This design comes from an exercise in tuning for small area, a short achievable clock period and few clock cycles per item on the open sky130 flow, not from production work. At most, simulation tests tie the RTL to the original design; equivalence was not proved. Power figures rest on the tool's default switching activity, not on a simulated workload.

## juniper
==> flow/design.v (excerpt) <==
module ex_mdu (
   input  logic        clk,
   input  logic        reset,
   input  logic        start,
   input  logic [2:0]  md_op,
   input  logic [31:0] rs,
   input  logic [31:0] rt,
   output logic        busy,
   output logic [31:0] hi,
   output logic [31:0] lo
);
   localparam int KM = 8;              
   localparam int KD = 1;              
   localparam int W  = 32 + KM;        
   localparam logic [2:0] OP_MULT  = 3'd1;
   localparam logic [2:0] OP_MULTU = 3'd2;
   localparam logic [2:0] OP_DIV   = 3'd3;
   localparam logic [2:0] OP_DIVU  = 3'd4;
   localparam logic [2:0] OP_MTHI  = 3'd5;
   localparam logic [2:0] OP_MTLO  = 3'd6;
   logic        busy_q;
   logic [31:0] hi_q, lo_q;
   logic [31:0] b_q;                   
   logic [5:0]  rem_q;                 
   logic        mul_q, sgn_q, aneg_q, dneg_q, post_q, inc_q;
   logic          mlast;
   logic          mneg;
   logic [W-1:0]  bx, hx;
   logic [W-1:0]  cs_s, cs_c, row, s_n, c_n;
   logic [W-1:0]  msum;
   logic          mc;
   always_comb begin
      mlast = (rem_q == 6'(KM));
      mneg  = mlast & sgn_q & lo_q[KM-1];
  ...
Size in the first run: ~2200 cells after synthesis, ~140 I/O pins, ~0.019 sq mm of cells after synthesis.
==> module ex_mdu, before the edit <==
module ex_mdu (
   input  logic        clk,
   input  logic        reset,
   input  logic        start,
   input  logic [2:0]  md_op,
   input  logic [31:0] rs,
   input  logic [31:0] rt,
   output logic        busy,
   output logic [31:0] hi,
   output logic [31:0] lo
);
   localparam int KM = 8;              
   localparam int KD = 1;              
   localparam int W  = 32 + KM;        
   localparam logic [2:0] OP_MULT  = 3'd1;
   localparam logic [2:0] OP_MULTU = 3'd2;
   localparam logic [2:0] OP_DIV   = 3'd3;
   localparam logic [2:0] OP_DIVU  = 3'd4;
   localparam logic [2:0] OP_MTHI  = 3'd5;
   localparam logic [2:0] OP_MTLO  = 3'd6;
   logic        busy_q;
   logic [31:0] hi_q, lo_q;
   logic [31:0] b_q;                   
   logic [5:0]  rem_q;                 
   logic        mul_q, sgn_q, aneg_q, dneg_q, post_q, inc_q;
   logic          mlast;
   logic          mneg;
   logic [W-1:0]  bx, hx;
   logic [W-1:0]  cs_s, cs_c, row, s_n, c_n;
   logic [W-1:0]  msum;
   logic          mc;
   always_comb begin
      mlast = (rem_q == 6'(KM));
      mneg  = mlast & sgn_q & lo_q[KM-1];
      bx    = {{(W-32){sgn_q & b_q[31]}}, b_q};
      hx    = {{(W-32){sgn_q & hi_q[31]}}, hi_q};
      cs_s  = hx;
      cs_c  = '0;
      for (int i = 0; i < KM; i++) begin
         if (i == KM - 1)
            row = (lo_q[i] ? (mneg ? ~bx : bx) : '0) << i;
         else
            row = (lo_q[i] ? bx : '0) << i;
         if (i == KM - 1 && mneg)
            row = row | W'((1 << (KM - 1)) - 1);
         s_n  = cs_s ^ cs_c ^ row;
         c_n  = ((cs_s & cs_c) | (cs_s & row) | (cs_c & row)) << 1;
         cs_s = s_n;
         cs_c = c_n;
      end
      mc = mneg;
      for (int i = 0; i < W; i++) begin
         msum[i] = cs_s[i] ^ cs_c[i] ^ mc;
         mc      = (cs_s[i] & cs_c[i]) | (cs_s[i] & mc) | (cs_c[i] & mc);
      end
   end
   logic [31:0] lo_e;
   logic        ic;
   always_comb begin
      ic = inc_q;
      for (int i = 0; i < 32; i++) begin
         lo_e[i] = lo_q[i] ^ ic;
         ic      = lo_q[i] & ic;
      end
   end
   logic [31:0] hi_n;
   logic        hc;
   always_comb begin
      hc = 1'b1;
      for (int i = 0; i < 32; i++) begin
         hi_n[i] = ~hi_q[i] ^ hc;
         hc      = ~hi_q[i] & hc;
      end
   end
   localparam int NSK = 4;
   localparam logic [4*6-1:0] SKV = {6'd2, 6'd4, 6'd8, 6'd16};
   logic        qn;                    
   logic [32:0] dx, dy, dt;
   logic        dc;
   logic [31:0] dr, dl;
   logic [31:0] dm;
   logic [31:0] zt;                    
   logic [NSK-1:0] sk;
   logic [31:0] shi, slo;
   logic [5:0]  sdec;
   logic        skip;
   always_comb begin
      qn = aneg_q ^ dneg_q;
      dy = {1'b1, b_q};
      dr = hi_q;
      dl = lo_e;
      for (int s = 0; s < KD; s++) begin
         dx = {dr, dl[31]};
         dc = ~dneg_q;
         for (int i = 0; i < 33; i++) begin
            dt[i] = dx[i] ^ dy[i] ^ dc;
            dc    = (dx[i] & dy[i]) | (dx[i] & dc) | (dy[i] & dc);
         end
         dr = dc ? dt[31:0] : dx[31:0];
         dl = {dl[30:0], dc ^ qn};
      end
      dm = ~b_q;
      zt[31] = 1'b1;
      for (int p = 30; p >= 0; p--) zt[p] = zt[p+1] & ~dm[p+1];
      for (int k = 0; k < NSK; k++) begin
         sk[k] = (rem_q >= 6'(SKV[k*6 +: 6]));
         for (int p = 0; p < 32; p++)
            if (zt[p]) begin
               if (p >= SKV[k*6 +: 6]) sk[k] = sk[k] & ~hi_q[p - SKV[k*6 +: 6]];
               else             sk[k] = sk[k] & ~lo_e[32 - SKV[k*6 +: 6] + p];
            end
         for (int p = 32 - SKV[k*6 +: 6]; p < 32; p++) sk[k] = sk[k] & ~hi_q[p];
      end
      skip = |sk;
      shi  = dr;
      slo  = dl;
      sdec = 6'(KD);
      for (int k = NSK - 1; k >= 0; k--)
         if (sk[k]) begin
            shi  = (SKV[k*6 +: 6] == 32) ? lo_e : ((hi_q << SKV[k*6 +: 6]) | (lo_e >> (32 - SKV[k*6 +: 6])));
            slo  = (SKV[k*6 +: 6] == 32) ? {32{qn}} : ((lo_e << SKV[k*6 +: 6]) | ({32{qn}} >> (32 - SKV[k*6 +: 6])));
            sdec = 6'(SKV[k*6 +: 6]);
         end
   end
   logic        dlast;
   assign dlast = (rem_q == sdec);
   logic        op_div, op_dsg, op_md;
   assign op_div = (md_op == OP_DIV) | (md_op == OP_DIVU);
   assign op_dsg = (md_op == OP_DIV);
   assign op_md  = (md_op == OP_MULT) | (md_op == OP_MULTU) | (op_div & (rt != 32'd0));
   always_ff @(posedge clk) begin
      if (reset) begin
         busy_q <= 1'b0;
         hi_q   <= 32'd0;
         lo_q   <= 32'd0;
      end else if (!busy_q) begin
         if (start) begin
            if (op_md) begin
               busy_q <= 1'b1;
               mul_q  <= ~op_div;
               sgn_q  <= (md_op == OP_MULT);
               aneg_q <= op_dsg & rs[31];
               dneg_q <= op_dsg & rt[31];
               inc_q  <= op_dsg & rs[31];
               post_q <= 1'b0;
               b_q    <= rt ^ {32{op_div & ~(op_dsg & rt[31])}};
               lo_q   <= rs ^ {32{op_dsg & rs[31]}};
               hi_q   <= 32'd0;
               rem_q  <= 6'd32;
            end
            if (md_op == OP_MTHI) hi_q <= rs;
            if (md_op == OP_MTLO) lo_q <= rs;
         end
      end else if (mul_q) begin
         hi_q  <= msum[W-1:KM];
         lo_q  <= {msum[KM-1:0], lo_q[31:KM]};
         rem_q <= rem_q - 6'(KM);
         if (mlast) busy_q <= 1'b0;
      end else if (!post_q) begin
         inc_q <= 1'b0;
         hi_q  <= shi;
         lo_q  <= slo;
         rem_q <= rem_q - sdec;
         if (dlast) begin
            if (aneg_q | dneg_q) begin
               post_q <= 1'b1;
               inc_q  <= qn;
            end else begin
               busy_q <= 1'b0;
            end
         end
      end else begin
         lo_q   <= lo_e;
         if (aneg_q) hi_q <= hi_n;
         busy_q <= 1'b0;
      end
   end
   assign busy = busy_q;
   assign hi   = hi_q;
   assign lo   = lo_q;
endmodule
clock: 110.0 ns
lec_check: 0
cap_margin: 20
core_margin: 2
core_utilization: 40
slew_margin: 20
run.sh (not shown) runs the stock make flow with config.mk's settings and CLKGATE_MAP_FILE= SYNTH_SCRIPT=/design/flow/synth_recipe.tcl, a recipe that flattens the netlist after the stock synthesis.
Input changes introduced in sierra (baseline for comparison: juniper):
--- a/flow/design.v
+++ b/flow/design.v
@@ -26,33 +26,33 @@
    logic        mul_q, sgn_q, aneg_q, dneg_q, post_q, inc_q;
    logic          mlast;
    logic          mneg;
-   logic [W-1:0]  bx, hx;
+   logic [32:0]   bx, nx;
    logic [W-1:0]  cs_s, cs_c, row, s_n, c_n;
    logic [W-1:0]  msum;
    logic          mc;
    always_comb begin
       mlast = (rem_q == 6'(KM));
       mneg  = mlast & sgn_q & lo_q[KM-1];
-      bx    = {{(W-32){sgn_q & b_q[31]}}, b_q};
-      hx    = {{(W-32){sgn_q & hi_q[31]}}, hi_q};
-      cs_s  = hx;
-      cs_c  = '0;
-      for (int i = 0; i < KM; i++) begin
-         if (i == KM - 1)
-            row = (lo_q[i] ? (mneg ? ~bx : bx) : '0) << i;
-         else
-            row = (lo_q[i] ? bx : '0) << i;
-         if (i == KM - 1 && mneg)
-            row = row | W'((1 << (KM - 1)) - 1);
+      bx    = {sgn_q & b_q[31], b_q};
+      cs_s  = W'({~(sgn_q & hi_q[31]), hi_q});
+      cs_c  = W'({~(lo_q[0] & bx[32]), lo_q[0] ? bx[31:0] : 32'd0});
+      for (int i = 1; i < KM; i++) begin
+         if (i == KM - 1) begin
+            nx  = mneg ? ~bx : bx;
+            row = (W'({~(lo_q[i] & nx[32]), lo_q[i] ? nx[31:0] : 32'd0}) << i)
+                | W'({(KM-1){mneg}});
+         end else begin
+            row = W'({~(lo_q[i] & bx[32]), lo_q[i] ? bx[31:0] : 32'd0}) << i;
+         end
          s_n  = cs_s ^ cs_c ^ row;
-         c_n  = ((cs_s & cs_c) | (cs_s & row) | (cs_c & row)) << 1;
+         c_n  = ((cs_s & cs_c) | ((cs_s ^ cs_c) & row)) << 1;
          cs_s = s_n;
          cs_c = c_n;
       end
       mc = mneg;
       for (int i = 0; i < W; i++) begin
          msum[i] = cs_s[i] ^ cs_c[i] ^ mc;
-         mc      = (cs_s[i] & cs_c[i]) | (cs_s[i] & mc) | (cs_c[i] & mc);
+         mc      = (cs_s[i] & cs_c[i]) | ((cs_s[i] ^ cs_c[i]) & mc);
       end
    end
    logic [31:0] lo_e;
@@ -95,7 +95,7 @@
          dc = ~dneg_q;
          for (int i = 0; i < 33; i++) begin
             dt[i] = dx[i] ^ dy[i] ^ dc;
-            dc    = (dx[i] & dy[i]) | (dx[i] & dc) | (dy[i] & dc);
+            dc    = (dx[i] & dy[i]) | ((dx[i] ^ dy[i]) & dc);
          end
          dr = dc ? dt[31:0] : dx[31:0];
          dl = {dl[30:0], dc ^ qn};
Findings:
The higher die area came out of juniper. Looking at area of the core, sierra sits 2.5% lower than juniper does. Taking juniper as the reference, in sierra setup TNS essentially unchanged, sequential share of layout area increased 0.23 points, area of all placed cells without fillers decreased 1.5%. Total power shrinks by more than 10% when moving from juniper to sierra. Delta (sierra minus juniper): final critical path time including I/O delays and setup up 0.096 ns, cell area after synthesis moved down.
Testbench counts of sierra, summed over its fixed seeds: cycles 72,286, ops 12,000.
The RTL of juniper was laid out without a check of its function.

separate check: timing with driven ports:
The results above use ideal ports. As a check the final layouts listed here were re-extracted and re-timed, cells and wires unchanged.
Step 1: set_driving_cell puts a clkbuf_16 on clk and a buf_2 on each other input, an assumption about the parent block.
Step 2 moves the port delays by t, midway between the first and last clock arrival at a register: inputs arrive t later, outputs are due t later. That takes back most of the time a late clock gives input paths.
a / b / c = ideal / step 1 / step 2; a / b = the first two.
| run | t (ns) | slack for setup (ns) | worst setup path at the end | worst register clock-pin slew, ns |
|---|---|---|---|---|
| juniper | 0.467 | 84.606 / 84.636 / 84.170 | input to register | 0.10 / 0.10 |
| sierra | 0.455 | 84.511 / 84.541 / 84.086 | input to register | 0.09 / 0.09 |
After both steps setup and hold are still met in every run listed. The setup slack of juniper, which loses most, moves by +0.030 ns with the drivers and by -0.436 ns with both steps.
